This design comes from an exercise in tuning for small area, a short achievable clock period and few clock cycles per item on the open sky130 flow, not from production work. No functional check of the RTL was part of any run shown here. Power figures rest on the tool's default switching activity, not on a simulated workload.

==> flow/design.v, too long to show whole: its modules and the start of the top module <==
// module mac_fa: 10 lines
// module mac_aoi21: 3 lines
// module mac_oai21: 3 lines
// module mac_nand2: 3 lines
// module mac_nor2: 3 lines
// module mac_xnor2: 3 lines
// module mac_or2: 3 lines
// module mac_ha: 9 lines
// module wallace_mac: 2057 lines
module wallace_mac (
    input  wire        clk,
    input  wire        arst_n,
    input  wire        req,
    output logic       ack,
    input  wire [15:0] a,
    input  wire [15:0] b,
    input  wire [31:0] acc,
    input  wire        cin,
    output logic [32:0] result
);
  // ...
==> flow/flow/run.sh <==
#!/bin/bash
# The standard layout (the standard.sh: ORFS synthesis and place and route,
# unchanged), except that the port buffers that global placement inserts on
# every input and output use a plain buffer cell rather than the delay cell
# the resizer would pick by default.
set -euo pipefail
export BUFFER_PORTS_ARGS="-buffer_cell ${PORT_BUFFER:-sky130_fd_sc_hd__buf_2}"
bash standard.sh > standard_flow.log 2>&1
==> flow/standard.sh <==
#!/bin/bash
# synth_recipe.tcl (not shown) runs the flow's synth.tcl, then flattens the netlist and writes it again
# the make line also repeats each setting of config.mk as NAME=value (left out here)
make -C /OpenROAD-flow-scripts/flow DESIGN_CONFIG=/design/flow/config.mk WORK_HOME=/design/flow/orfs CLKGATE_MAP_FILE= SYNTH_SCRIPT=/design/flow/synth_recipe.tcl "${@:-finish}"
==> flow/config.mk <==
export PLATFORM = sky130hd
export DESIGN_NAME = wallace_mac
export DESIGN_NICKNAME = wallace_mac
export VERILOG_FILES = /design/flow/design.v
export SDC_FILE = /design/flow/constraint.sdc
export NUM_CORES = 4
export LEC_CHECK = 0
export CAP_MARGIN = 20
export CORE_MARGIN = 2
export CORE_UTILIZATION = 40
export CTS_BUF_LIST = sky130_fd_sc_hd__clkbuf_8
export SETUP_SLACK_MARGIN = 2.0
export SLEW_MARGIN = 20
export SYNTH_HIERARCHICAL = 1
export SYNTH_MINIMUM_KEEP_SIZE = 0
==> flow/constraint.sdc <==
create_clock -name core_clock -period 6.0 [get_ports {clk}]
set_input_delay 1.2000 -clock core_clock [delete_from_list [all_inputs] [get_ports {clk}]]
set_output_delay 1.2000 -clock core_clock [all_outputs]
set_load 0.01 [all_outputs]
==> results.txt, run 1 <==
Pre-antenna DRT Iters=5; FF+latch count, synth=71; Yosys top cell area share=a little under half; die area=26420 µm²; final setup vio count=0; clk sinks=71; Post CTS Setup Buffer Count=1; async set-or-reset flop fraction in the synthesized netlist=approximately 1.4%; crit path DAT=4.16 ns; non-clock buffer count=108; number of global-route vias before repair=6999; Global Route Usage Sum=18.29%; Filler Cell Count=2435; wire per inst=between 15 and 20 µm; Crit Path Max Fanout=16; area of the multi-input gates=about 7400 µm²; Core Util, Final=42.08%; Final Hold Viols=0; status=complete, no violations; Worst Tran Pin Value=0.6810 ns; RSZ-0062 raised after global routing=yes; diode count=0; net switching power=approximately 3100 µW; clock share of power=under 10%; fraction of area in multi-input gates=71.05%; Max IR drop VDD=roughly 380 µV; Final Max Tran Viols=0; final instance area=10470 µm²; required time of the worst setup path=6.25 ns
==> inputs of run 2 (changes only) <==
--- a/flow/design.v
+++ b/flow/design.v
@@ -38,12 +38,6 @@
 module mac_nor2 (input wire a, input wire b, output logic y);
     assign y = ~(a | b);
 endmodule
-module mac_xnor2 (input wire a, input wire b, output logic y);
-    assign y = ~(a ^ b);
-endmodule
-module mac_or2 (input wire a, input wire b, output logic y);
-    assign y = a | b;
-endmodule
 module mac_ha (
     input  wire  x,
     input  wire  y,
@@ -936,170 +930,115 @@
     wire P1_29;
     wire G1_31;
     wire P1_31;
-    wire G2_2;
-    wire i_G1_3;
-    wire i_P1_3;
+    wire i_G1_1;
     wire G2_3;
-    wire i_g0_6;
-    wire i_p0_6;
-    wire G2_6;
-    wire P2_6;
+    wire G2_5;
+    wire P2_5;
     wire G2_7;
     wire P2_7;
-    wire i_g0_10;
-    wire i_p0_10;
-    wire G2_10;
-    wire P2_10;
+    wire G2_9;
+    wire P2_9;
     wire G2_11;
     wire P2_11;
-    wire i_g0_14;
-    wire i_p0_14;
-    wire G2_14;
-    wire P2_14;
+    wire G2_13;
+    wire P2_13;
     wire G2_15;
     wire P2_15;
-    wire i_g0_18;
-    wire i_p0_18;
-    wire G2_18;
-    wire P2_18;
+    wire G2_17;
+    wire P2_17;
     wire G2_19;
     wire P2_19;
-    wire i_g0_22;
-    wire i_p0_22;
-    wire G2_22;
-    wire P2_22;
+    wire G2_21;
+    wire P2_21;
     wire G2_23;
     wire P2_23;
-    wire i_g0_26;
-    wire i_p0_26;
-    wire G2_26;
-    wire P2_26;
+    wire G2_25;
+    wire P2_25;
     wire G2_27;
     wire P2_27;
-    wire i_g0_30;
-    wire i_p0_30;
-    wire G2_30;
-    wire P2_30;
+    wire G2_29;
+    wire P2_29;
     wire G2_31;
     wire P2_31;
-    wire i_g0_4;
-    wire i_p0_4;
-    wire G3_4;
     wire G3_5;
-    wire i_G2_6;
-    wire i_P2_6;
-    wire G3_6;
-    wire i_G2_7;
-    wire i_P2_7;
     wire G3_7;
-    wire G3_12;
-    wire P3_12;
-    wire i_G1_13;
-    wire i_P1_13;
+    wire G3_9;
+    wire P3_9;
+    wire G3_11;
+    wire P3_11;
     wire G3_13;
     wire P3_13;
-    wire G3_14;
-    wire P3_14;
     wire G3_15;
     wire P3_15;
-    wire G3_20;
-    wire P3_20;
-    wire i_G1_21;
-    wire i_P1_21;
+    wire G3_17;
+    wire P3_17;
+    wire G3_19;
+    wire P3_19;
     wire G3_21;
     wire P3_21;
-    wire G3_22;
-    wire P3_22;
     wire G3_23;
     wire P3_23;
-    wire G3_28;
-    wire P3_28;
-    wire i_G1_29;
-    wire i_P1_29;
+    wire G3_25;
+    wire P3_25;
+    wire G3_27;
+    wire P3_27;
     wire G3_29;
     wire P3_29;
-    wire G3_30;
-    wire P3_30;
     wire G3_31;
     wire P3_31;
-    wire G4_8;
-    wire i_G1_9;
-    wire i_P1_9;
     wire G4_9;
-    wire G4_10;
+    wire i_G2_3;
     wire G4_11;
-    wire i_G3_12;
-    wire i_P3_12;
-    wire G4_12;
-    wire i_G3_13;
-    wire i_P3_13;
     wire G4_13;
-    wire i_G3_14;
-    wire i_P3_14;
-    wire G4_14;
-    wire i_G3_15;
-    wire i_P3_15;
     wire G4_15;
-    wire i_g0_24;
-    wire i_p0_24;
-    wire G4_24;
-    wire P4_24;
+    wire G4_17;
+    wire P4_17;
+    wire G4_19;
+    wire P4_19;
+    wire G4_21;
+    wire P4_21;
+    wire G4_23;
+    wire P4_23;
     wire G4_25;
     wire P4_25;
-    wire i_G2_26;
-    wire i_P2_26;
-    wire G4_26;
-    wire P4_26;
-    wire i_G2_27;
-    wire i_P2_27;
     wire G4_27;
     wire P4_27;
-    wire G4_28;
-    wire P4_28;
     wire G4_29;
     wire P4_29;
-    wire G4_30;
-    wire P4_30;
     wire G4_31;
     wire P4_31;
-    wire i_g0_16;
-    wire i_p0_16;
-    wire G5_16;
     wire G5_17;
-    wire i_G2_18;
-    wire i_P2_18;
-    wire G5_18;
-    wire i_G2_19;
-    wire i_P2_19;
     wire G5_19;
-    wire G5_20;
+    wire i_G3_5;
     wire G5_21;
-    wire G5_22;
+    wire i_G3_7;
     wire G5_23;
-    wire i_G4_24;
-    wire i_P4_24;
-    wire G5_24;
-    wire i_G4_25;
-    wire i_P4_25;
     wire G5_25;
-    wire i_G4_26;
-    wire i_P4_26;
-    wire G5_26;
-    wire i_G4_27;
-    wire i_P4_27;
     wire G5_27;
-    wire i_G4_28;
-    wire i_P4_28;
-    wire G5_28;
-    wire i_G4_29;
-    wire i_P4_29;
     wire G5_29;
-    wire i_G4_30;
-    wire i_P4_30;
-    wire G5_30;
-    wire i_G4_31;
-    wire i_P4_31;
     wire G5_31;
+    wire G7_2;
+    wire G7_4;
+    wire G7_6;
+    wire G7_8;
+    wire G7_10;
+    wire G7_12;
+    wire G7_14;
+    wire G7_16;
+    wire i_G5_17;
+    wire G7_18;
+    wire i_G5_19;
+    wire G7_20;
+    wire i_G5_21;
+    wire G7_22;
+    wire i_G5_23;
+    wire G7_24;
+    wire i_G5_25;
+    wire G7_26;
+    wire i_G5_27;
+    wire G7_28;
+    wire i_G5_29;
+    wire G7_30;
     wire s_0;
     wire s_1;
     wire s_2;
@@ -1163,13 +1102,6 @@
     logic r_fc_157;
     logic r_fs_191;
     logic r_fc_190;
-    logic r_fs_199;
-    logic r_fc_203;
-    logic r_fs_204;
-    logic r_fc_204;
-    logic r_fs_205;
-    logic r_fc_205;
-    logic r_fs_206;
     logic r_fc_206;
     logic r_fs_207;
     logic r_fc_207;
@@ -1182,27 +1114,46 @@
     logic r_fc_220;
     logic r_fs_222;
     logic r_fc_221;
-    logic r_fs_223;
-    logic r_fc_222;
-    logic r_fs_224;
-    logic r_fc_223;
-    logic r_fs_225;
-    logic r_fc_224;
-    logic r_fs_226;
-    logic r_fc_225;
-    logic r_nacc_31;
-    logic r_fc_226;
-    logic r_G2_7;
+    logic r_g0_10;
+    logic r_p0_10;
+    logic r_p0_27;
+    logic r_g0_27;
+    logic r_P1_9;
+    logic r_G1_7;
+    logic r_G1_9;
+    logic r_P1_7;
+    logic r_P1_29;
+    logic r_G1_29;
+    logic r_P1_31;
+    logic r_G1_31;
     logic r_P2_7;
     logic r_G2_3;
-    logic r_p0_1;
-    logic r_p0_4;
+    logic r_G2_7;
+    logic r_G2_5;
+    logic r_P2_5;
+    logic r_i_G1_1;
+    logic r_i_G2_3;
+    logic r_G3_5;
+    logic r_G1_1;
+    logic r_i_G3_5;
+    logic r_p0_8;
+    logic r_g0_8;
+    logic r_p0_28;
+    logic r_g0_28;
+    logic r_p0_30;
+    logic r_g0_30;
+    logic r_p0_6;
     logic r_p0_7;
-    logic r_G3_6;
+    logic r_G7_6;
+    logic r_p0_9;
+    logic r_p0_29;
+    logic r_p0_31;
+    logic r_s_0;
+    logic r_s_1;
     logic r_s_2;
     logic r_s_3;
+    logic r_s_4;
     logic r_s_5;
-    logic r_s_6;
     assign pp_0_0 = ~(a[0] & b[0]);
     assign pp_0_1 = ~(a[0] & b[1]);
     assign pp_0_2 = ~(a[0] & b[2]);
@@ -1572,40 +1523,31 @@
     mac_fa u_fa_78 (.x(pp_5_2), .y(pp_6_1), .z(pp_7_0), .s(fs_78), .c(fc_78));
     mac_fa u_fa_79 (.x(pp_2_6), .y(pp_3_5), .z(pp_4_4), .s(fs_79), .c(fc_79));
     mac_fa u_fa_80 (.x(pp_5_3), .y(pp_6_2), .z(pp_7_1), .s(fs_80), .c(fc_80));
-    mac_xnor2 u_ha_1s (.a(pp_8_0), .b(fs_21), .y(hs_1));
-    mac_or2 u_ha_1c (.a(pp_8_0), .b(fs_21), .y(hc_1));
+    mac_fa u_ha_1 (.x(pp_8_0), .y(fs_21), .z(1'b1), .s(hs_1), .c(hc_1));
     mac_fa u_fa_81 (.x(pp_5_4), .y(pp_6_3), .z(pp_7_2), .s(fs_81), .c(fc_81));
     mac_fa u_fa_82 (.x(pp_8_1), .y(pp_9_0), .z(fc_21), .s(fs_82), .c(fc_82));
-    mac_xnor2 u_ha_2s (.a(fs_22), .b(fs_23), .y(hs_2));
-    mac_or2 u_ha_2c (.a(fs_22), .b(fs_23), .y(hc_2));
+    mac_fa u_ha_2 (.x(fs_22), .y(fs_23), .z(1'b1), .s(hs_2), .c(hc_2));
     mac_fa u_fa_83 (.x(pp_8_2), .y(pp_9_1), .z(pp_10_0), .s(fs_83), .c(fc_83));
     mac_fa u_fa_84 (.x(fc_22), .y(fc_23), .z(fs_24), .s(fs_84), .c(fc_84));
-    mac_xnor2 u_ha_3s (.a(fs_25), .b(fs_26), .y(hs_3));
-    mac_or2 u_ha_3c (.a(fs_25), .b(fs_26), .y(hc_3));
+    mac_fa u_ha_3 (.x(fs_25), .y(fs_26), .z(1'b1), .s(hs_3), .c(hc_3));
     mac_fa u_fa_85 (.x(pp_11_0), .y(fc_24), .z(fc_25), .s(fs_85), .c(fc_85));
     mac_fa u_fa_86 (.x(fc_26), .y(fs_27), .z(fs_28), .s(fs_86), .c(fc_86));
-    mac_xnor2 u_ha_4s (.a(fs_29), .b(fs_30), .y(hs_4));
-    mac_or2 u_ha_4c (.a(fs_29), .b(fs_30), .y(hc_4));
+    mac_fa u_ha_4 (.x(fs_29), .y(fs_30), .z(1'b1), .s(hs_4), .c(hc_4));
     mac_fa u_fa_87 (.x(fc_27), .y(fc_28), .z(fc_29), .s(fs_87), .c(fc_87));
     mac_fa u_fa_88 (.x(fc_30), .y(fs_31), .z(fs_32), .s(fs_88), .c(fc_88));
-    mac_xnor2 u_ha_5s (.a(fs_33), .b(fs_34), .y(hs_5));
-    mac_or2 u_ha_5c (.a(fs_33), .b(fs_34), .y(hc_5));
+    mac_fa u_ha_5 (.x(fs_33), .y(fs_34), .z(1'b1), .s(hs_5), .c(hc_5));
     mac_fa u_fa_89 (.x(fc_31), .y(fc_32), .z(fc_33), .s(fs_89), .c(fc_89));
     mac_fa u_fa_90 (.x(fs_35), .y(fs_36), .z(fs_37), .s(fs_90), .c(fc_90));
-    mac_xnor2 u_ha_6s (.a(fc_34), .b(fs_38), .y(hs_6));
-    mac_or2 u_ha_6c (.a(fc_34), .b(fs_38), .y(hc_6));
+    mac_fa u_ha_6 (.x(fc_34), .y(fs_38), .z(1'b1), .s(hs_6), .c(hc_6));
     mac_fa u_fa_91 (.x(fc_35), .y(fc_36), .z(fc_37), .s(fs_91), .c(fc_91));
     mac_fa u_fa_92 (.x(fs_39), .y(fs_40), .z(fc_38), .s(fs_92), .c(fc_92));
-    mac_xnor2 u_ha_7s (.a(fs_41), .b(fs_42), .y(hs_7));
-    mac_or2 u_ha_7c (.a(fs_41), .b(fs_42), .y(hc_7));
+    mac_fa u_ha_7 (.x(fs_41), .y(fs_42), .z(1'b1), .s(hs_7), .c(hc_7));
     mac_fa u_fa_93 (.x(fc_39), .y(fc_40), .z(fs_43), .s(fs_93), .c(fc_93));
     mac_fa u_fa_94 (.x(fs_44), .y(fc_41), .z(fc_42), .s(fs_94), .c(fc_94));
-    mac_xnor2 u_ha_8s (.a(fs_45), .b(fs_46), .y(hs_8));
-    mac_or2 u_ha_8c (.a(fs_45), .b(fs_46), .y(hc_8));
+    mac_fa u_ha_8 (.x(fs_45), .y(fs_46), .z(1'b1), .s(hs_8), .c(hc_8));
     mac_fa u_fa_95 (.x(fc_43), .y(fs_47), .z(fc_44), .s(fs_95), .c(fc_95));
     mac_fa u_fa_96 (.x(fc_45), .y(fc_46), .z(fs_48), .s(fs_96), .c(fc_96));
-    mac_xnor2 u_ha_9s (.a(fs_49), .b(fs_50), .y(hs_9));
-    mac_or2 u_ha_9c (.a(fs_49), .b(fs_50), .y(hc_9));
+    mac_fa u_ha_9 (.x(fs_49), .y(fs_50), .z(1'b1), .s(hs_9), .c(hc_9));
     mac_fa u_fa_97 (.x(fc_47), .y(fs_51), .z(fs_52), .s(fs_97), .c(fc_97));
     mac_fa u_fa_98 (.x(fs_17), .y(fc_48), .z(fc_49), .s(fs_98), .c(fc_98));
     mac_fa u_fa_99 (.x(fc_50), .y(fs_53), .z(fs_54), .s(fs_99), .c(fc_99));
@@ -1637,14 +1579,11 @@
     mac_fa u_fa_125 (.x(nacc_4), .y(pp_0_4), .z(pp_1_3), .s(fs_125), .c(fc_125));
     mac_fa u_fa_126 (.x(pp_2_2), .y(pp_3_1), .z(pp_4_0), .s(fs_126), .c(fc_126));
     mac_fa u_fa_127 (.x(pp_2_3), .y(pp_3_2), .z(pp_4_1), .s(fs_127), .c(fc_127));
-    mac_xnor2 u_ha_10s (.a(pp_5_0), .b(fs_73), .y(hs_10));
-    mac_or2 u_ha_10c (.a(pp_5_0), .b(fs_73), .y(hc_10));
+    mac_fa u_ha_10 (.x(pp_5_0), .y(fs_73), .z(1'b1), .s(hs_10), .c(hc_10));
     mac_fa u_fa_128 (.x(pp_5_1), .y(pp_6_0), .z(fc_73), .s(fs_128), .c(fc_128));
-    mac_xnor2 u_ha_11s (.a(fs_74), .b(fs_75), .y(hs_11));
-    mac_or2 u_ha_11c (.a(fs_74), .b(fs_75), .y(hc_11));
+    mac_fa u_ha_11 (.x(fs_74), .y(fs_75), .z(1'b1), .s(hs_11), .c(hc_11));
     mac_fa u_fa_129 (.x(fc_74), .y(fc_75), .z(fs_76), .s(fs_129), .c(fc_129));
-    mac_xnor2 u_ha_12s (.a(fs_77), .b(fs_78), .y(hs_12));
-    mac_or2 u_ha_12c (.a(fs_77), .b(fs_78), .y(hc_12));
+    mac_fa u_ha_12 (.x(fs_77), .y(fs_78), .z(1'b1), .s(hs_12), .c(hc_12));
     mac_fa u_fa_130 (.x(fc_76), .y(fc_77), .z(fc_78), .s(fs_130), .c(fc_130));
     mac_fa u_fa_131 (.x(fs_79), .y(fs_80), .z(hs_1), .s(fs_131), .c(fc_131));
     mac_fa u_fa_132 (.x(fc_79), .y(fc_80), .z(fs_81), .s(fs_132), .c(fc_132));
@@ -1716,12 +1655,9 @@
     mac_fa u_fa_198 (.x(nacc_29), .y(pp_14_15), .z(pp_15_14), .s(fs_198), .c(fc_198));
     mac_fa u_fa_199 (.x(nacc_0), .y(ncin), .z(pp_0_0), .s(fs_199), .c(fc_199));
     mac_fa u_fa_200 (.x(nacc_1), .y(pp_0_1), .z(pp_1_0), .s(fs_200), .c(fc_200));
-    mac_xnor2 u_ha_13s (.a(pp_2_0), .b(fs_171), .y(hs_13));
-    mac_or2 u_ha_13c (.a(pp_2_0), .b(fs_171), .y(hc_13));
-    mac_xnor2 u_ha_14s (.a(fc_171), .b(fs_172), .y(hs_14));
-    mac_or2 u_ha_14c (.a(fc_171), .b(fs_172), .y(hc_14));
-    mac_xnor2 u_ha_15s (.a(fc_172), .b(fs_173), .y(hs_15));
-    mac_or2 u_ha_15c (.a(fc_172), .b(fs_173), .y(hc_15));
+    mac_fa u_ha_13 (.x(pp_2_0), .y(fs_171), .z(1'b1), .s(hs_13), .c(hc_13));
+    mac_fa u_ha_14 (.x(fc_171), .y(fs_172), .z(1'b1), .s(hs_14), .c(hc_14));
+    mac_fa u_ha_15 (.x(fc_172), .y(fs_173), .z(1'b1), .s(hs_15), .c(hc_15));
     mac_fa u_fa_201 (.x(hs_10), .y(fc_173), .z(fs_174), .s(fs_201), .c(fc_201));
     mac_fa u_fa_202 (.x(fs_128), .y(fc_174), .z(fs_175), .s(fs_202), .c(fc_202));
     mac_fa u_fa_203 (.x(fs_129), .y(fc_175), .z(fs_176), .s(fs_203), .c(fc_203));
@@ -1738,6 +1674,7 @@
     mac_fa u_fa_224 (.x(fc_169), .y(fs_197), .z(fc_196), .s(fs_224), .c(fc_224));
     mac_fa u_fa_225 (.x(fs_198), .y(fc_170), .z(fc_197), .s(fs_225), .c(fc_225));
     mac_fa u_fa_226 (.x(nacc_30), .y(pp_15_15), .z(fc_198), .s(fs_226), .c(fc_226));
+    assign p0_0 = ~fs_199;
     assign g0_1 = fc_199 & fs_200;
     assign p0_1 = fc_199 ^ fs_200;
     assign g0_2 = fc_200 & hs_13;
@@ -1752,6 +1689,22 @@
     assign p0_6 = fc_201 ^ fs_202;
     assign g0_7 = fc_202 & fs_203;
     assign p0_7 = fc_202 ^ fs_203;
+    assign g0_8 = fc_203 & fs_204;
+    assign p0_8 = fc_203 ^ fs_204;
+    assign g0_9 = fc_204 & fs_205;
+    assign p0_9 = fc_204 ^ fs_205;
+    assign g0_10 = fc_205 & fs_206;
+    assign p0_10 = fc_205 ^ fs_206;
+    assign g0_27 = fs_223 & fc_222;
+    assign p0_27 = fs_223 ^ fc_222;
+    assign g0_28 = fs_224 & fc_223;
+    assign p0_28 = fs_224 ^ fc_223;
+    assign g0_29 = fs_225 & fc_224;
+    assign p0_29 = fs_225 ^ fc_224;
+    assign g0_30 = fs_226 & fc_225;
+    assign p0_30 = fs_226 ^ fc_225;
+    assign g0_31 = nacc_31 & fc_226;
+    assign p0_31 = nacc_31 ^ fc_226;
     assign G1_1 = g0_1 | (p0_1 & 1'b1);
     mac_aoi21 u_G1_3 (.a(p0_3), .b(g0_2), .c(g0_3), .y(G1_3));
     mac_nand2 u_P1_3 (.a(p0_3), .b(p0_2), .y(P1_3));
@@ -1759,27 +1712,30 @@
     mac_nand2 u_P1_5 (.a(p0_5), .b(p0_4), .y(P1_5));
     mac_aoi21 u_G1_7 (.a(p0_7), .b(g0_6), .c(g0_7), .y(G1_7));
     mac_nand2 u_P1_7 (.a(p0_7), .b(p0_6), .y(P1_7));
-    mac_aoi21 u_G2_2 (.a(p0_2), .b(G1_1), .c(g0_2), .y(G2_2));
-    assign i_G1_3 = ~G1_3;
-    assign i_P1_3 = ~P1_3;
-    mac_aoi21 u_G2_3 (.a(i_P1_3), .b(G1_1), .c(i_G1_3), .y(G2_3));
-    assign i_g0_6 = ~g0_6;
-    assign i_p0_6 = ~p0_6;
-    mac_oai21 u_G2_6 (.a(i_p0_6), .b(G1_5), .c(i_g0_6), .y(G2_6));
-    mac_nor2 u_P2_6 (.a(i_p0_6), .b(P1_5), .y(P2_6));
+    mac_aoi21 u_G1_9 (.a(p0_9), .b(g0_8), .c(g0_9), .y(G1_9));
+    mac_nand2 u_P1_9 (.a(p0_9), .b(p0_8), .y(P1_9));
+    mac_aoi21 u_G1_29 (.a(p0_29), .b(g0_28), .c(g0_29), .y(G1_29));
+    mac_nand2 u_P1_29 (.a(p0_29), .b(p0_28), .y(P1_29));
+    mac_aoi21 u_G1_31 (.a(p0_31), .b(g0_30), .c(g0_31), .y(G1_31));
+    mac_nand2 u_P1_31 (.a(p0_31), .b(p0_30), .y(P1_31));
+    assign i_G1_1 = ~G1_1;
+    mac_oai21 u_G2_3 (.a(P1_3), .b(i_G1_1), .c(G1_3), .y(G2_3));
+    mac_oai21 u_G2_5 (.a(P1_5), .b(G1_3), .c(G1_5), .y(G2_5));
+    mac_nor2 u_P2_5 (.a(P1_5), .b(P1_3), .y(P2_5));
     mac_oai21 u_G2_7 (.a(P1_7), .b(G1_5), .c(G1_7), .y(G2_7));
     mac_nor2 u_P2_7 (.a(P1_7), .b(P1_5), .y(P2_7));
-    assign i_g0_4 = ~g0_4;
-    assign i_p0_4 = ~p0_4;
-    mac_oai21 u_G3_4 (.a(i_p0_4), .b(G2_3), .c(i_g0_4), .y(G3_4));
-    mac_oai21 u_G3_5 (.a(P1_5), .b(G2_3), .c(G1_5), .y(G3_5));
-    assign i_G2_6 = ~G2_6;
-    assign i_P2_6 = ~P2_6;
-    mac_oai21 u_G3_6 (.a(i_P2_6), .b(G2_3), .c(i_G2_6), .y(G3_6));
+    mac_aoi21 u_G3_5 (.a(P2_5), .b(G1_1), .c(G2_5), .y(G3_5));
+    assign i_G2_3 = ~G2_3;
+    assign i_G3_5 = ~G3_5;
+    mac_aoi21 u_G7_2 (.a(p0_2), .b(G1_1), .c(g0_2), .y(G7_2));
+    mac_aoi21 u_G7_4 (.a(p0_4), .b(G2_3), .c(g0_4), .y(G7_4));
+    mac_aoi21 u_G7_6 (.a(p0_6), .b(i_G3_5), .c(g0_6), .y(G7_6));
+    assign s_0 = ~(p0_0 ^ 1'b1);
+    assign s_1 = ~(p0_1 ^ 1'b1);
     assign s_2 = ~(p0_2 ^ G1_1);
-    assign s_3 = p0_3 ^ G2_2;
-    assign s_5 = ~(p0_5 ^ G3_4);
-    assign s_6 = ~(p0_6 ^ G3_5);
+    assign s_3 = p0_3 ^ G7_2;
+    assign s_4 = ~(p0_4 ^ G2_3);
+    assign s_5 = p0_5 ^ G7_4;
     always_ff @(posedge clk) begin
         r_fs_141 <= fs_141;
         r_fc_181 <= fc_181;
@@ -1811,13 +1767,6 @@
         r_fc_157 <= fc_157;
         r_fs_191 <= fs_191;
         r_fc_190 <= fc_190;
-        r_fs_199 <= fs_199;
-        r_fc_203 <= fc_203;
-        r_fs_204 <= fs_204;
-        r_fc_204 <= fc_204;
-        r_fs_205 <= fs_205;
-        r_fc_205 <= fc_205;
-        r_fs_206 <= fs_206;
         r_fc_206 <= fc_206;
         r_fs_207 <= fs_207;
         r_fc_207 <= fc_207;
@@ -1830,27 +1779,46 @@
         r_fc_220 <= fc_220;
         r_fs_222 <= fs_222;
         r_fc_221 <= fc_221;
-        r_fs_223 <= fs_223;
-        r_fc_222 <= fc_222;
-        r_fs_224 <= fs_224;
-        r_fc_223 <= fc_223;
-        r_fs_225 <= fs_225;
-        r_fc_224 <= fc_224;
-        r_fs_226 <= fs_226;
-        r_fc_225 <= fc_225;
-        r_nacc_31 <= nacc_31;
-        r_fc_226 <= fc_226;
-        r_G2_7 <= G2_7;
+        r_g0_10 <= g0_10;
+        r_p0_10 <= p0_10;
+        r_p0_27 <= p0_27;
+        r_g0_27 <= g0_27;
+        r_P1_9 <= P1_9;
+        r_G1_7 <= G1_7;
+        r_G1_9 <= G1_9;
+        r_P1_7 <= P1_7;
+        r_P1_29 <= P1_29;
+        r_G1_29 <= G1_29;
+        r_P1_31 <= P1_31;
+        r_G1_31 <= G1_31;
         r_P2_7 <= P2_7;
         r_G2_3 <= G2_3;
-        r_p0_1 <= p0_1;
-        r_p0_4 <= p0_4;
+        r_G2_7 <= G2_7;
+        r_G2_5 <= G2_5;
+        r_P2_5 <= P2_5;
+        r_i_G1_1 <= i_G1_1;
+        r_i_G2_3 <= i_G2_3;
+        r_G3_5 <= G3_5;
+        r_G1_1 <= G1_1;
+        r_i_G3_5 <= i_G3_5;
+        r_p0_8 <= p0_8;
+        r_g0_8 <= g0_8;
+        r_p0_28 <= p0_28;
+        r_g0_28 <= g0_28;
+        r_p0_30 <= p0_30;
+        r_g0_30 <= g0_30;
+        r_p0_6 <= p0_6;
         r_p0_7 <= p0_7;
-        r_G3_6 <= G3_6;
+        r_G7_6 <= G7_6;
+        r_p0_9 <= p0_9;
+        r_p0_29 <= p0_29;
+        r_p0_31 <= p0_31;
+        r_s_0 <= s_0;
+        r_s_1 <= s_1;
         r_s_2 <= s_2;
         r_s_3 <= s_3;
+        r_s_4 <= s_4;
         r_s_5 <= s_5;
-        r_s_6 <= s_6;
     end
     mac_fa u_fa_209 (.x(r_fs_141), .y(r_fc_181), .z(r_fs_182), .s(fs_209), .c(fc_209));
     mac_fa u_fa_210 (.x(r_fs_143), .y(r_fc_182), .z(r_fs_183), .s(fs_210), .c(fc_210));
@@ -1862,13 +1830,6 @@
     mac_fa u_fa_216 (.x(r_fc_153), .y(r_fs_189), .z(r_fc_188), .s(fs_216), .c(fc_216));
     mac_fa u_fa_217 (.x(r_fc_155), .y(r_fs_190), .z(r_fc_189), .s(fs_217), .c(fc_217));
     mac_fa u_fa_218 (.x(r_fc_157), .y(r_fs_191), .z(r_fc_190), .s(fs_218), .c(fc_218));
-    assign p0_0 = ~r_fs_199;
-    assign g0_8 = r_fc_203 & r_fs_204;
-    assign p0_8 = r_fc_203 ^ r_fs_204;
-    assign g0_9 = r_fc_204 & r_fs_205;
-    assign p0_9 = r_fc_204 ^ r_fs_205;
-    assign g0_10 = r_fc_205 & r_fs_206;
-    assign p0_10 = r_fc_205 ^ r_fs_206;
     assign g0_11 = r_fc_206 & r_fs_207;
     assign p0_11 = r_fc_206 ^ r_fs_207;
     assign g0_12 = r_fc_207 & r_fs_208;
@@ -1901,20 +1862,8 @@
     assign p0_25 = r_fs_221 ^ r_fc_220;
     assign g0_26 = r_fs_222 & r_fc_221;
     assign p0_26 = r_fs_222 ^ r_fc_221;
-    assign g0_27 = r_fs_223 & r_fc_222;
-    assign p0_27 = r_fs_223 ^ r_fc_222;
-    assign g0_28 = r_fs_224 & r_fc_223;
-    assign p0_28 = r_fs_224 ^ r_fc_223;
-    assign g0_29 = r_fs_225 & r_fc_224;
-    assign p0_29 = r_fs_225 ^ r_fc_224;
-    assign g0_30 = r_fs_226 & r_fc_225;
-    assign p0_30 = r_fs_226 ^ r_fc_225;
-    assign g0_31 = r_nacc_31 & r_fc_226;
-    assign p0_31 = r_nacc_31 ^ r_fc_226;
-    mac_aoi21 u_G1_9 (.a(p0_9), .b(g0_8), .c(g0_9), .y(G1_9));
-    mac_nand2 u_P1_9 (.a(p0_9), .b(p0_8), .y(P1_9));
-    mac_aoi21 u_G1_11 (.a(p0_11), .b(g0_10), .c(g0_11), .y(G1_11));
-    mac_nand2 u_P1_11 (.a(p0_11), .b(p0_10), .y(P1_11));
+    mac_aoi21 u_G1_11 (.a(p0_11), .b(r_g0_10), .c(g0_11), .y(G1_11));
+    mac_nand2 u_P1_11 (.a(p0_11), .b(r_p0_10), .y(P1_11));
     mac_aoi21 u_G1_13 (.a(p0_13), .b(g0_12), .c(g0_13), .y(G1_13));
     mac_nand2 u_P1_13 (.a(p0_13), .b(p0_12), .y(P1_13));
     mac_aoi21 u_G1_15 (.a(p0_15), .b(g0_14), .c(g0_15), .y(G1_15));
@@ -1929,188 +1878,132 @@
     mac_nand2 u_P1_23 (.a(p0_23), .b(p0_22), .y(P1_23));
     mac_aoi21 u_G1_25 (.a(p0_25), .b(g0_24), .c(g0_25), .y(G1_25));
     mac_nand2 u_P1_25 (.a(p0_25), .b(p0_24), .y(P1_25));
-    mac_aoi21 u_G1_27 (.a(p0_27), .b(g0_26), .c(g0_27), .y(G1_27));
-    mac_nand2 u_P1_27 (.a(p0_27), .b(p0_26), .y(P1_27));
-    mac_aoi21 u_G1_29 (.a(p0_29), .b(g0_28), .c(g0_29), .y(G1_29));
-    mac_nand2 u_P1_29 (.a(p0_29), .b(p0_28), .y(P1_29));
-    mac_aoi21 u_G1_31 (.a(p0_31), .b(g0_30), .c(g0_31), .y(G1_31));
-    mac_nand2 u_P1_31 (.a(p0_31), .b(p0_30), .y(P1_31));
-    assign i_g0_10 = ~g0_10;
-    assign i_p0_10 = ~p0_10;
-    mac_oai21 u_G2_10 (.a(i_p0_10), .b(G1_9), .c(i_g0_10), .y(G2_10));
-    mac_nor2 u_P2_10 (.a(i_p0_10), .b(P1_9), .y(P2_10));
-    mac_oai21 u_G2_11 (.a(P1_11), .b(G1_9), .c(G1_11), .y(G2_11));
-    mac_nor2 u_P2_11 (.a(P1_11), .b(P1_9), .y(P2_11));
-    assign i_g0_14 = ~g0_14;
-    assign i_p0_14 = ~p0_14;
-    mac_oai21 u_G2_14 (.a(i_p0_14), .b(G1_13), .c(i_g0_14), .y(G2_14));
-    mac_nor2 u_P2_14 (.a(i_p0_14), .b(P1_13), .y(P2_14));
+    mac_aoi21 u_G1_27 (.a(r_p0_27), .b(g0_26), .c(r_g0_27), .y(G1_27));
+    mac_nand2 u_P1_27 (.a(r_p0_27), .b(p0_26), .y(P1_27));
+    mac_oai21 u_G2_9 (.a(r_P1_9), .b(r_G1_7), .c(r_G1_9), .y(G2_9));
+    mac_nor2 u_P2_9 (.a(r_P1_9), .b(r_P1_7), .y(P2_9));
+    mac_oai21 u_G2_11 (.a(P1_11), .b(r_G1_9), .c(G1_11), .y(G2_11));
+    mac_nor2 u_P2_11 (.a(P1_11), .b(r_P1_9), .y(P2_11));
+    mac_oai21 u_G2_13 (.a(P1_13), .b(G1_11), .c(G1_13), .y(G2_13));
+    mac_nor2 u_P2_13 (.a(P1_13), .b(P1_11), .y(P2_13));
     mac_oai21 u_G2_15 (.a(P1_15), .b(G1_13), .c(G1_15), .y(G2_15));
     mac_nor2 u_P2_15 (.a(P1_15), .b(P1_13), .y(P2_15));
-    assign i_g0_18 = ~g0_18;
-    assign i_p0_18 = ~p0_18;
-    mac_oai21 u_G2_18 (.a(i_p0_18), .b(G1_17), .c(i_g0_18), .y(G2_18));
-    mac_nor2 u_P2_18 (.a(i_p0_18), .b(P1_17), .y(P2_18));
+    mac_oai21 u_G2_17 (.a(P1_17), .b(G1_15), .c(G1_17), .y(G2_17));
+    mac_nor2 u_P2_17 (.a(P1_17), .b(P1_15), .y(P2_17));
     mac_oai21 u_G2_19 (.a(P1_19), .b(G1_17), .c(G1_19), .y(G2_19));
     mac_nor2 u_P2_19 (.a(P1_19), .b(P1_17), .y(P2_19));
-    assign i_g0_22 = ~g0_22;
-    assign i_p0_22 = ~p0_22;
-    mac_oai21 u_G2_22 (.a(i_p0_22), .b(G1_21), .c(i_g0_22), .y(G2_22));
-    mac_nor2 u_P2_22 (.a(i_p0_22), .b(P1_21), .y(P2_22));
+    mac_oai21 u_G2_21 (.a(P1_21), .b(G1_19), .c(G1_21), .y(G2_21));
+    mac_nor2 u_P2_21 (.a(P1_21), .b(P1_19), .y(P2_21));
     mac_oai21 u_G2_23 (.a(P1_23), .b(G1_21), .c(G1_23), .y(G2_23));
     mac_nor2 u_P2_23 (.a(P1_23), .b(P1_21), .y(P2_23));
-    assign i_g0_26 = ~g0_26;
-    assign i_p0_26 = ~p0_26;
-    mac_oai21 u_G2_26 (.a(i_p0_26), .b(G1_25), .c(i_g0_26), .y(G2_26));
-    mac_nor2 u_P2_26 (.a(i_p0_26), .b(P1_25), .y(P2_26));
+    mac_oai21 u_G2_25 (.a(P1_25), .b(G1_23), .c(G1_25), .y(G2_25));
+    mac_nor2 u_P2_25 (.a(P1_25), .b(P1_23), .y(P2_25));
     mac_oai21 u_G2_27 (.a(P1_27), .b(G1_25), .c(G1_27), .y(G2_27));
     mac_nor2 u_P2_27 (.a(P1_27), .b(P1_25), .y(P2_27));
-    assign i_g0_30 = ~g0_30;
-    assign i_p0_30 = ~p0_30;
-    mac_oai21 u_G2_30 (.a(i_p0_30), .b(G1_29), .c(i_g0_30), .y(G2_30));
-    mac_nor2 u_P2_30 (.a(i_p0_30), .b(P1_29), .y(P2_30));
-    mac_oai21 u_G2_31 (.a(P1_31), .b(G1_29), .c(G1_31), .y(G2_31));
-    mac_nor2 u_P2_31 (.a(P1_31), .b(P1_29), .y(P2_31));
-    assign i_G2_7 = ~r_G2_7;
-    assign i_P2_7 = ~r_P2_7;
-    mac_oai21 u_G3_7 (.a(i_P2_7), .b(r_G2_3), .c(i_G2_7), .y(G3_7));
-    mac_aoi21 u_G3_12 (.a(p0_12), .b(G2_11), .c(g0_12), .y(G3_12));
-    mac_nand2 u_P3_12 (.a(p0_12), .b(P2_11), .y(P3_12));
-    assign i_G1_13 = ~G1_13;
-    assign i_P1_13 = ~P1_13;
-    mac_aoi21 u_G3_13 (.a(i_P1_13), .b(G2_11), .c(i_G1_13), .y(G3_13));
-    mac_nand2 u_P3_13 (.a(i_P1_13), .b(P2_11), .y(P3_13));
-    mac_aoi21 u_G3_14 (.a(P2_14), .b(G2_11), .c(G2_14), .y(G3_14));
-    mac_nand2 u_P3_14 (.a(P2_14), .b(P2_11), .y(P3_14));
+    mac_oai21 u_G2_29 (.a(r_P1_29), .b(G1_27), .c(r_G1_29), .y(G2_29));
+    mac_nor2 u_P2_29 (.a(r_P1_29), .b(P1_27), .y(P2_29));
+    mac_oai21 u_G2_31 (.a(r_P1_31), .b(r_G1_29), .c(r_G1_31), .y(G2_31));
+    mac_nor2 u_P2_31 (.a(r_P1_31), .b(r_P1_29), .y(P2_31));
+    mac_aoi21 u_G3_7 (.a(r_P2_7), .b(r_G2_3), .c(r_G2_7), .y(G3_7));
+    mac_aoi21 u_G3_9 (.a(P2_9), .b(r_G2_5), .c(G2_9), .y(G3_9));
+    mac_nand2 u_P3_9 (.a(P2_9), .b(r_P2_5), .y(P3_9));
+    mac_aoi21 u_G3_11 (.a(P2_11), .b(r_G2_7), .c(G2_11), .y(G3_11));
+    mac_nand2 u_P3_11 (.a(P2_11), .b(r_P2_7), .y(P3_11));
+    mac_aoi21 u_G3_13 (.a(P2_13), .b(G2_9), .c(G2_13), .y(G3_13));
+    mac_nand2 u_P3_13 (.a(P2_13), .b(P2_9), .y(P3_13));
     mac_aoi21 u_G3_15 (.a(P2_15), .b(G2_11), .c(G2_15), .y(G3_15));
     mac_nand2 u_P3_15 (.a(P2_15), .b(P2_11), .y(P3_15));
-    mac_aoi21 u_G3_20 (.a(p0_20), .b(G2_19), .c(g0_20), .y(G3_20));
-    mac_nand2 u_P3_20 (.a(p0_20), .b(P2_19), .y(P3_20));
-    assign i_G1_21 = ~G1_21;
-    assign i_P1_21 = ~P1_21;
-    mac_aoi21 u_G3_21 (.a(i_P1_21), .b(G2_19), .c(i_G1_21), .y(G3_21));
-    mac_nand2 u_P3_21 (.a(i_P1_21), .b(P2_19), .y(P3_21));
-    mac_aoi21 u_G3_22 (.a(P2_22), .b(G2_19), .c(G2_22), .y(G3_22));
-    mac_nand2 u_P3_22 (.a(P2_22), .b(P2_19), .y(P3_22));
+    mac_aoi21 u_G3_17 (.a(P2_17), .b(G2_13), .c(G2_17), .y(G3_17));
+    mac_nand2 u_P3_17 (.a(P2_17), .b(P2_13), .y(P3_17));
+    mac_aoi21 u_G3_19 (.a(P2_19), .b(G2_15), .c(G2_19), .y(G3_19));
+    mac_nand2 u_P3_19 (.a(P2_19), .b(P2_15), .y(P3_19));
+    mac_aoi21 u_G3_21 (.a(P2_21), .b(G2_17), .c(G2_21), .y(G3_21));
+    mac_nand2 u_P3_21 (.a(P2_21), .b(P2_17), .y(P3_21));
     mac_aoi21 u_G3_23 (.a(P2_23), .b(G2_19), .c(G2_23), .y(G3_23));
     mac_nand2 u_P3_23 (.a(P2_23), .b(P2_19), .y(P3_23));
-    mac_aoi21 u_G3_28 (.a(p0_28), .b(G2_27), .c(g0_28), .y(G3_28));
-    mac_nand2 u_P3_28 (.a(p0_28), .b(P2_27), .y(P3_28));
-    assign i_G1_29 = ~G1_29;
-    assign i_P1_29 = ~P1_29;
-    mac_aoi21 u_G3_29 (.a(i_P1_29), .b(G2_27), .c(i_G1_29), .y(G3_29));
-    mac_nand2 u_P3_29 (.a(i_P1_29), .b(P2_27), .y(P3_29));
-    mac_aoi21 u_G3_30 (.a(P2_30), .b(G2_27), .c(G2_30), .y(G3_30));
-    mac_nand2 u_P3_30 (.a(P2_30), .b(P2_27), .y(P3_30));
+    mac_aoi21 u_G3_25 (.a(P2_25), .b(G2_21), .c(G2_25), .y(G3_25));
+    mac_nand2 u_P3_25 (.a(P2_25), .b(P2_21), .y(P3_25));
+    mac_aoi21 u_G3_27 (.a(P2_27), .b(G2_23), .c(G2_27), .y(G3_27));
+    mac_nand2 u_P3_27 (.a(P2_27), .b(P2_23), .y(P3_27));
+    mac_aoi21 u_G3_29 (.a(P2_29), .b(G2_25), .c(G2_29), .y(G3_29));
+    mac_nand2 u_P3_29 (.a(P2_29), .b(P2_25), .y(P3_29));
     mac_aoi21 u_G3_31 (.a(P2_31), .b(G2_27), .c(G2_31), .y(G3_31));
     mac_nand2 u_P3_31 (.a(P2_31), .b(P2_27), .y(P3_31));
-    mac_aoi21 u_G4_8 (.a(p0_8), .b(G3_7), .c(g0_8), .y(G4_8));
-    assign i_G1_9 = ~G1_9;
-    assign i_P1_9 = ~P1_9;
-    mac_aoi21 u_G4_9 (.a(i_P1_9), .b(G3_7), .c(i_G1_9), .y(G4_9));
-    mac_aoi21 u_G4_10 (.a(P2_10), .b(G3_7), .c(G2_10), .y(G4_10));
-    mac_aoi21 u_G4_11 (.a(P2_11), .b(G3_7), .c(G2_11), .y(G4_11));
-    assign i_G3_12 = ~G3_12;
-    assign i_P3_12 = ~P3_12;
-    mac_aoi21 u_G4_12 (.a(i_P3_12), .b(G3_7), .c(i_G3_12), .y(G4_12));
-    assign i_G3_13 = ~G3_13;
-    assign i_P3_13 = ~P3_13;
-    mac_aoi21 u_G4_13 (.a(i_P3_13), .b(G3_7), .c(i_G3_13), .y(G4_13));
-    assign i_G3_14 = ~G3_14;
-    assign i_P3_14 = ~P3_14;
-    mac_aoi21 u_G4_14 (.a(i_P3_14), .b(G3_7), .c(i_G3_14), .y(G4_14));
-    assign i_G3_15 = ~G3_15;
-    assign i_P3_15 = ~P3_15;
-    mac_aoi21 u_G4_15 (.a(i_P3_15), .b(G3_7), .c(i_G3_15), .y(G4_15));
-    assign i_g0_24 = ~g0_24;
-    assign i_p0_24 = ~p0_24;
-    mac_oai21 u_G4_24 (.a(i_p0_24), .b(G3_23), .c(i_g0_24), .y(G4_24));
-    mac_nor2 u_P4_24 (.a(i_p0_24), .b(P3_23), .y(P4_24));
-    mac_oai21 u_G4_25 (.a(P1_25), .b(G3_23), .c(G1_25), .y(G4_25));
-    mac_nor2 u_P4_25 (.a(P1_25), .b(P3_23), .y(P4_25));
-    assign i_G2_26 = ~G2_26;
-    assign i_P2_26 = ~P2_26;
-    mac_oai21 u_G4_26 (.a(i_P2_26), .b(G3_23), .c(i_G2_26), .y(G4_26));
-    mac_nor2 u_P4_26 (.a(i_P2_26), .b(P3_23), .y(P4_26));
-    assign i_G2_27 = ~G2_27;
-    assign i_P2_27 = ~P2_27;
-    mac_oai21 u_G4_27 (.a(i_P2_27), .b(G3_23), .c(i_G2_27), .y(G4_27));
-    mac_nor2 u_P4_27 (.a(i_P2_27), .b(P3_23), .y(P4_27));
-    mac_oai21 u_G4_28 (.a(P3_28), .b(G3_23), .c(G3_28), .y(G4_28));
-    mac_nor2 u_P4_28 (.a(P3_28), .b(P3_23), .y(P4_28));
-    mac_oai21 u_G4_29 (.a(P3_29), .b(G3_23), .c(G3_29), .y(G4_29));
-    mac_nor2 u_P4_29 (.a(P3_29), .b(P3_23), .y(P4_29));
-    mac_oai21 u_G4_30 (.a(P3_30), .b(G3_23), .c(G3_30), .y(G4_30));
-    mac_nor2 u_P4_30 (.a(P3_30), .b(P3_23), .y(P4_30));
+    mac_oai21 u_G4_9 (.a(P3_9), .b(r_i_G1_1), .c(G3_9), .y(G4_9));
+    mac_oai21 u_G4_11 (.a(P3_11), .b(r_i_G2_3), .c(G3_11), .y(G4_11));
+    mac_oai21 u_G4_13 (.a(P3_13), .b(r_G3_5), .c(G3_13), .y(G4_13));
+    mac_oai21 u_G4_15 (.a(P3_15), .b(G3_7), .c(G3_15), .y(G4_15));
+    mac_oai21 u_G4_17 (.a(P3_17), .b(G3_9), .c(G3_17), .y(G4_17));
+    mac_nor2 u_P4_17 (.a(P3_17), .b(P3_9), .y(P4_17));
+    mac_oai21 u_G4_19 (.a(P3_19), .b(G3_11), .c(G3_19), .y(G4_19));
+    mac_nor2 u_P4_19 (.a(P3_19), .b(P3_11), .y(P4_19));
+    mac_oai21 u_G4_21 (.a(P3_21), .b(G3_13), .c(G3_21), .y(G4_21));
+    mac_nor2 u_P4_21 (.a(P3_21), .b(P3_13), .y(P4_21));
+    mac_oai21 u_G4_23 (.a(P3_23), .b(G3_15), .c(G3_23), .y(G4_23));
+    mac_nor2 u_P4_23 (.a(P3_23), .b(P3_15), .y(P4_23));
+    mac_oai21 u_G4_25 (.a(P3_25), .b(G3_17), .c(G3_25), .y(G4_25));
+    mac_nor2 u_P4_25 (.a(P3_25), .b(P3_17), .y(P4_25));
+    mac_oai21 u_G4_27 (.a(P3_27), .b(G3_19), .c(G3_27), .y(G4_27));
+    mac_nor2 u_P4_27 (.a(P3_27), .b(P3_19), .y(P4_27));
+    mac_oai21 u_G4_29 (.a(P3_29), .b(G3_21), .c(G3_29), .y(G4_29));
+    mac_nor2 u_P4_29 (.a(P3_29), .b(P3_21), .y(P4_29));
     mac_oai21 u_G4_31 (.a(P3_31), .b(G3_23), .c(G3_31), .y(G4_31));
     mac_nor2 u_P4_31 (.a(P3_31), .b(P3_23), .y(P4_31));
-    assign i_g0_16 = ~g0_16;
-    assign i_p0_16 = ~p0_16;
-    mac_oai21 u_G5_16 (.a(i_p0_16), .b(G4_15), .c(i_g0_16), .y(G5_16));
-    mac_oai21 u_G5_17 (.a(P1_17), .b(G4_15), .c(G1_17), .y(G5_17));
-    assign i_G2_18 = ~G2_18;
-    assign i_P2_18 = ~P2_18;
-    mac_oai21 u_G5_18 (.a(i_P2_18), .b(G4_15), .c(i_G2_18), .y(G5_18));
-    assign i_G2_19 = ~G2_19;
-    assign i_P2_19 = ~P2_19;
-    mac_oai21 u_G5_19 (.a(i_P2_19), .b(G4_15), .c(i_G2_19), .y(G5_19));
-    mac_oai21 u_G5_20 (.a(P3_20), .b(G4_15), .c(G3_20), .y(G5_20));
-    mac_oai21 u_G5_21 (.a(P3_21), .b(G4_15), .c(G3_21), .y(G5_21));
-    mac_oai21 u_G5_22 (.a(P3_22), .b(G4_15), .c(G3_22), .y(G5_22));
-    mac_oai21 u_G5_23 (.a(P3_23), .b(G4_15), .c(G3_23), .y(G5_23));
-    assign i_G4_24 = ~G4_24;
-    assign i_P4_24 = ~P4_24;
-    mac_oai21 u_G5_24 (.a(i_P4_24), .b(G4_15), .c(i_G4_24), .y(G5_24));
-    assign i_G4_25 = ~G4_25;
-    assign i_P4_25 = ~P4_25;
-    mac_oai21 u_G5_25 (.a(i_P4_25), .b(G4_15), .c(i_G4_25), .y(G5_25));
-    assign i_G4_26 = ~G4_26;
-    assign i_P4_26 = ~P4_26;
-    mac_oai21 u_G5_26 (.a(i_P4_26), .b(G4_15), .c(i_G4_26), .y(G5_26));
-    assign i_G4_27 = ~G4_27;
-    assign i_P4_27 = ~P4_27;
-    mac_oai21 u_G5_27 (.a(i_P4_27), .b(G4_15), .c(i_G4_27), .y(G5_27));
-    assign i_G4_28 = ~G4_28;
-    assign i_P4_28 = ~P4_28;
-    mac_oai21 u_G5_28 (.a(i_P4_28), .b(G4_15), .c(i_G4_28), .y(G5_28));
-    assign i_G4_29 = ~G4_29;
-    assign i_P4_29 = ~P4_29;
-    mac_oai21 u_G5_29 (.a(i_P4_29), .b(G4_15), .c(i_G4_29), .y(G5_29));
-    assign i_G4_30 = ~G4_30;
-    assign i_P4_30 = ~P4_30;
-    mac_oai21 u_G5_30 (.a(i_P4_30), .b(G4_15), .c(i_G4_30), .y(G5_30));
-    assign i_G4_31 = ~G4_31;
-    assign i_P4_31 = ~P4_31;
-    mac_oai21 u_G5_31 (.a(i_P4_31), .b(G4_15), .c(i_G4_31), .y(G5_31));
-    assign s_0 = ~(p0_0 ^ 1'b1);
-    assign s_1 = ~(r_p0_1 ^ 1'b1);
-    assign s_4 = r_p0_4 ^ r_G2_3;
-    assign s_7 = ~(r_p0_7 ^ r_G3_6);
-    assign s_8 = ~(p0_8 ^ G3_7);
-    assign s_9 = p0_9 ^ G4_8;
-    assign s_10 = p0_10 ^ G4_9;
-    assign s_11 = p0_11 ^ G4_10;
-    assign s_12 = p0_12 ^ G4_11;
-    assign s_13 = p0_13 ^ G4_12;
-    assign s_14 = p0_14 ^ G4_13;
-    assign s_15 = p0_15 ^ G4_14;
-    assign s_16 = p0_16 ^ G4_15;
-    assign s_17 = ~(p0_17 ^ G5_16);
-    assign s_18 = ~(p0_18 ^ G5_17);
-    assign s_19 = ~(p0_19 ^ G5_18);
-    assign s_20 = ~(p0_20 ^ G5_19);
-    assign s_21 = ~(p0_21 ^ G5_20);
-    assign s_22 = ~(p0_22 ^ G5_21);
-    assign s_23 = ~(p0_23 ^ G5_22);
-    assign s_24 = ~(p0_24 ^ G5_23);
-    assign s_25 = ~(p0_25 ^ G5_24);
-    assign s_26 = ~(p0_26 ^ G5_25);
-    assign s_27 = ~(p0_27 ^ G5_26);
-    assign s_28 = ~(p0_28 ^ G5_27);
-    assign s_29 = ~(p0_29 ^ G5_28);
-    assign s_30 = ~(p0_30 ^ G5_29);
-    assign s_31 = ~(p0_31 ^ G5_30);
-    assign s_32 = ~(1'b0 ^ G5_31);
-    assign result = {s_32, s_31, s_30, s_29, s_28, s_27, s_26, s_25, s_24, s_23, s_22, s_21, s_20, s_19, s_18, s_17, s_16, s_15, s_14, s_13, s_12, s_11, s_10, s_9, s_8, s_7, r_s_6, r_s_5, s_4, r_s_3, r_s_2, s_1, s_0};
+    mac_aoi21 u_G5_17 (.a(P4_17), .b(r_G1_1), .c(G4_17), .y(G5_17));
+    mac_aoi21 u_G5_19 (.a(P4_19), .b(r_G2_3), .c(G4_19), .y(G5_19));
+    mac_aoi21 u_G5_21 (.a(P4_21), .b(r_i_G3_5), .c(G4_21), .y(G5_21));
+    assign i_G3_7 = ~G3_7;
+    mac_aoi21 u_G5_23 (.a(P4_23), .b(i_G3_7), .c(G4_23), .y(G5_23));
+    mac_aoi21 u_G5_25 (.a(P4_25), .b(G4_9), .c(G4_25), .y(G5_25));
+    mac_aoi21 u_G5_27 (.a(P4_27), .b(G4_11), .c(G4_27), .y(G5_27));
+    mac_aoi21 u_G5_29 (.a(P4_29), .b(G4_13), .c(G4_29), .y(G5_29));
+    mac_aoi21 u_G5_31 (.a(P4_31), .b(G4_15), .c(G4_31), .y(G5_31));
+    mac_aoi21 u_G7_8 (.a(r_p0_8), .b(i_G3_7), .c(r_g0_8), .y(G7_8));
+    mac_aoi21 u_G7_10 (.a(r_p0_10), .b(G4_9), .c(r_g0_10), .y(G7_10));
+    mac_aoi21 u_G7_12 (.a(p0_12), .b(G4_11), .c(g0_12), .y(G7_12));
+    mac_aoi21 u_G7_14 (.a(p0_14), .b(G4_13), .c(g0_14), .y(G7_14));
+    mac_aoi21 u_G7_16 (.a(p0_16), .b(G4_15), .c(g0_16), .y(G7_16));
+    assign i_G5_17 = ~G5_17;
+    mac_aoi21 u_G7_18 (.a(p0_18), .b(i_G5_17), .c(g0_18), .y(G7_18));
+    assign i_G5_19 = ~G5_19;
+    mac_aoi21 u_G7_20 (.a(p0_20), .b(i_G5_19), .c(g0_20), .y(G7_20));
+    assign i_G5_21 = ~G5_21;
+    mac_aoi21 u_G7_22 (.a(p0_22), .b(i_G5_21), .c(g0_22), .y(G7_22));
+    assign i_G5_23 = ~G5_23;
+    mac_aoi21 u_G7_24 (.a(p0_24), .b(i_G5_23), .c(g0_24), .y(G7_24));
+    assign i_G5_25 = ~G5_25;
+    mac_aoi21 u_G7_26 (.a(p0_26), .b(i_G5_25), .c(g0_26), .y(G7_26));
+    assign i_G5_27 = ~G5_27;
+    mac_aoi21 u_G7_28 (.a(r_p0_28), .b(i_G5_27), .c(r_g0_28), .y(G7_28));
+    assign i_G5_29 = ~G5_29;
+    mac_aoi21 u_G7_30 (.a(r_p0_30), .b(i_G5_29), .c(r_g0_30), .y(G7_30));
+    assign s_6 = r_p0_6 ^ r_G3_5;
+    assign s_7 = r_p0_7 ^ r_G7_6;
+    assign s_8 = r_p0_8 ^ G3_7;
+    assign s_9 = r_p0_9 ^ G7_8;
+    assign s_10 = ~(r_p0_10 ^ G4_9);
+    assign s_11 = p0_11 ^ G7_10;
+    assign s_12 = ~(p0_12 ^ G4_11);
+    assign s_13 = p0_13 ^ G7_12;
+    assign s_14 = ~(p0_14 ^ G4_13);
+    assign s_15 = p0_15 ^ G7_14;
+    assign s_16 = ~(p0_16 ^ G4_15);
+    assign s_17 = p0_17 ^ G7_16;
+    assign s_18 = p0_18 ^ G5_17;
+    assign s_19 = p0_19 ^ G7_18;
+    assign s_20 = p0_20 ^ G5_19;
+    assign s_21 = p0_21 ^ G7_20;
+    assign s_22 = p0_22 ^ G5_21;
+    assign s_23 = p0_23 ^ G7_22;
+    assign s_24 = p0_24 ^ G5_23;
+    assign s_25 = p0_25 ^ G7_24;
+    assign s_26 = p0_26 ^ G5_25;
+    assign s_27 = r_p0_27 ^ G7_26;
+    assign s_28 = r_p0_28 ^ G5_27;
+    assign s_29 = r_p0_29 ^ G7_28;
+    assign s_30 = r_p0_30 ^ G5_29;
+    assign s_31 = r_p0_31 ^ G7_30;
+    assign s_32 = 1'b0 ^ G5_31;
+    assign result = {s_32, s_31, s_30, s_29, s_28, s_27, s_26, s_25, s_24, s_23, s_22, s_21, s_20, s_19, s_18, s_17, s_16, s_15, s_14, s_13, s_12, s_11, s_10, s_9, s_8, s_7, s_6, r_s_5, r_s_4, r_s_3, r_s_2, r_s_1, r_s_0};
 endmodule
 `default_nettype wire
==> run 2 against run 1 <==
Sequential power increased by 21%. Critical path type is now flip-flop to output pin. First-iteration DRC count increased by 20%. Via count decreased by 0.61%. Global-route usage increased by 1.3 points.
==> results.txt, run 2 <==
status=complete, no violations; Ys Warns=7; number of synthesized flops with an enable pin=0; most used routing layer=met2; first-pass GRT wire length=38.73 mm; DRC Markers=0; most common cell after layout, fill and taps aside=nand2_1; RSZ-0062 raised after global routing=yes; most frequent cells in the layout=nand2_1, fa_1, dfxtp_1, buf_2; required time of the worst setup path=4.80 ns (-1.45 ns); number of global-route vias before repair=7143 (+2.1%); root buffer cell=clkbuf_8; setup tns final=0 ns; Worst Tran Pin Value=0.5240 ns (-0.1570 ns); cell count after synthesis=915; Leak=0.004089 µW; Min-Delay Path Class=input pin to asynchronous set/reset pin; Synth area leaders=fa_1, dfxtp_1, nand2_1; Synth cell types=16; H-Tree Depth=3; Crit Path Category=flip-flop to output pin; Initial Util=40.44%; most common cell in the netlist=nand2_1; Post-synth top cells=nand2_1, fa_1, dfxtp_1; grt met3 use=3.030%; MaxCap Viol Count=0; Max IR drop VDD=407.3 µV (+7.6%); diode count=0 (unchanged); Global Route Usage Sum=19.55% (+1.3 points); Synth Flop Type=dfxtp_1; Filler Cell Count=2404 (-1.3%); Core Region=24960 µm²; crit start category=flip-flop; Iter 0 DRT Violations=397; wire per inst=18.82 µm (+9.4%); antenna violations before repair=0; grt ovf=0; Syn Std Cell Area=10100 µm²; DP Cell Count=1263; Total Wirelength=24.23 mm; setup ws final=1.913 ns; met1 Usage GRT=25.59%; antenna-violating nets left=0; Port Buffers=a little over 100; CTS buffer count=9; Rel. slew slack=64.83%; sequential share of the synthesized area=approximately 17%; share of layout cells above drive strength 1=24.56%; die area=26530 µm² (+0.41%); clk buf depth=2; post-detail-place hpwl=19.05 mm; Final Max Tran Viols=0 (unchanged); Crit Path Max Fanout=3 (-13); Final Hold Viols=0 (unchanged); Period minus WS final=4.087 ns; Placer Congestion=~0.82; final worst path period share=68.12%; Yosys top cell area share=47.79% (+2.8 points); CP Capture Type=output pin; Die H=162.9 µm; clk slew on worst S/H paths=0.10 ns; Pre-antenna DRT Iters=5 (unchanged); fmax=between 200 and 250 MHz; Ports=102; pre-CTS setup slack=1.378 ns; clk sinks=83 (+17%); FF+latch count, synth=83 (+17%); Die Span X=162.9 µm; fin nets=about 1300; Rows=58; Mapped Avg Cell Area=11.03 µm²; Layout Cells excl Fill=1287; final setup vio count=0 (unchanged); met2 GRT Util=34.26%; drt via density=4.969; async set-or-reset flop fraction in the synthesized netlist=1.205% (-0.20 points); DR vias=6395; pwr/cell area=just over 600 nW/µm²; Layout area overhead=6.457%; largest net degree at the start of global routing=17; dominant cell type by area after synthesis=fa_1; crit path DAT=2.89 ns (-1.27 ns); CTS tree=done
==> run 2: changes by cell type after synthesis, sizes merged <==
| cell | delta |
|---|---|
| xnor2 | -29 |
| inv | -57 |
| fa | +15 |
| ha | -9 |
| xor2 | +14 |
| or2 | -15 |
| dfxtp | +12 |
| a21oi | +15 |
| o21ai | -15 |
| conb | +1 |
==> run 2: where the power goes <==
part / total [µW] / leakage [µW] / internal (µW) / switching [µW]
clock: 410 / 0.0000998 / 195 / 215
combinational: 5250 / 0.00329 / 2290 / 2960
sequential: 987 / 0.000701 / 849 / 139
==> run 2: final timing paths <==
path | startpoint | to | depth (start not counted)
min in group core_clock | req | ack$_DFF_PN0_ | 1
worst min-delay path | arst_n | ack$_DFF_PN0_ | 1
max in group asynchronous | arst_n | ack$_DFF_PN0_ | 1
worst max-delay path | r_fc_181$_DFF_P_ | result[21] | 11
==> run 2: logic make-up (layout without fill, tap and decap cells) <==
kind of cell               after synthesis  in the layout  synth area share (%)
and+or+nand+nor                        305            305                 11.74
AOI/OAI and AO/OA                       79             79                 5.850
buffers and inverters                  144            172                 11.51
other                                    1             15               0.03714
DFF                                     83             83                 16.51
adders and majority gates              273            273                 51.75
xor gates and xnor gates                30             30                 2.603
==> run 2: layout make-up <==
| cell class | count | area [µm²] | area share [%] |
|---|---|---|---|
| multi-input cells | 702 | 7607 | 70.78 |
| flip-flops and latches | 83 | 1667 | 15.51 |
| repair buffers | 109 | 683.2 | 6.356 |
| well taps | 330 | 412.9 | 3.842 |
| inverters | 47 | 176.4 | 1.641 |
| clock buffers | 9 | 123.9 | 1.153 |
| clock inverters | 7 | 77.57 | 0.7218 |
==> run 2: stage by stage <==
stage | total power, µW | util, % | hold slack, ns | area [µm²]
6_report | 6652 | 43.05 | 0.5769 | 10750
5_1_grt | 7272 | 43.05 | 0.5353 | 10750
4_1_cts | 6287 | 42.15 | 0.5469 | 10520
3_5_place_dp | 5448 | 40.54 | 0.9766 | 10120
3_3_place_gp | 5399 | 40.54 | 0.9743 | 10120
2_1_floorplan | 4689 | - | 0.9044 | 10190
==> run 2: what timing repair did <==
item,CTS,global route
setup endpoints to repair,18,38
resized for setup,34,47
setup buffers,2,6
pin swaps,11,10
hold buffers,0,0
==> run 2: critical path, cell delays in order (launching register included) <==
cell     delay, ns
dfxtp_1       0.32
fa_1          0.60
ha_4          0.24
a21oi_4       0.16
o21ai_2       0.09
a21oi_2       0.17
o21ai_1       0.10
a21oi_2       0.22
inv_1         0.08
a21oi_2       0.14
xor2_1        0.23
buf_2         0.18
==> run 2: modules after synthesis, one instance, submodules excluded <==
module,cell area [µm²],flip-flops and latches,copies in the design,cells inside
mac_nand2,3.754,0,27,1
mac_aoi21,8.758,0,52,1
wallace_mac,4497,83,1,546
mac_oai21,5.005,0,27,1
mac_fa,20.02,0,241,1
mac_nor2,3.754,0,22,1
==> run 2: metal layers <==
metal,share of wire (%),vias to the layer above
met5,0,-
met4,1.5,0
met3,6.3,34
met2,50,240
met1,42,3337
li1,-,2784

==> port drivers added, routing unchanged <==
In the flow no input, the clock included, has a driving cell. The finished layouts below were timed again as built, in two steps. Step 1 sets driving cells, clkbuf_16 on the clock port and buf_2 on the other inputs (assumed; they add their load-dependent delay and slew). Step 2 adds t to the input delays and takes it off the output delays; t is the mean of the earliest and latest rising clock arrival at the registers after step 1. Input paths then give back, and output paths get back, about the clock's delay inside the block. Slacks: no drivers / after step 1 / after step 2; pairs: no drivers / after step 1.
| run | t (ns) | setup slack, ns | worst setup path at the end |
|---|---|---|---|
| run 1 | 0.411 | 2.086 / 2.078 / 1.667 | input to register |
| run 2 | 0.404 | 1.913 / 1.872 / 1.662 | input to register |
After both steps every run listed still meets setup and hold. For run 1, which loses most, drivers alone change the setup slack by -0.008 ns; drivers and shift together by -0.419 ns.
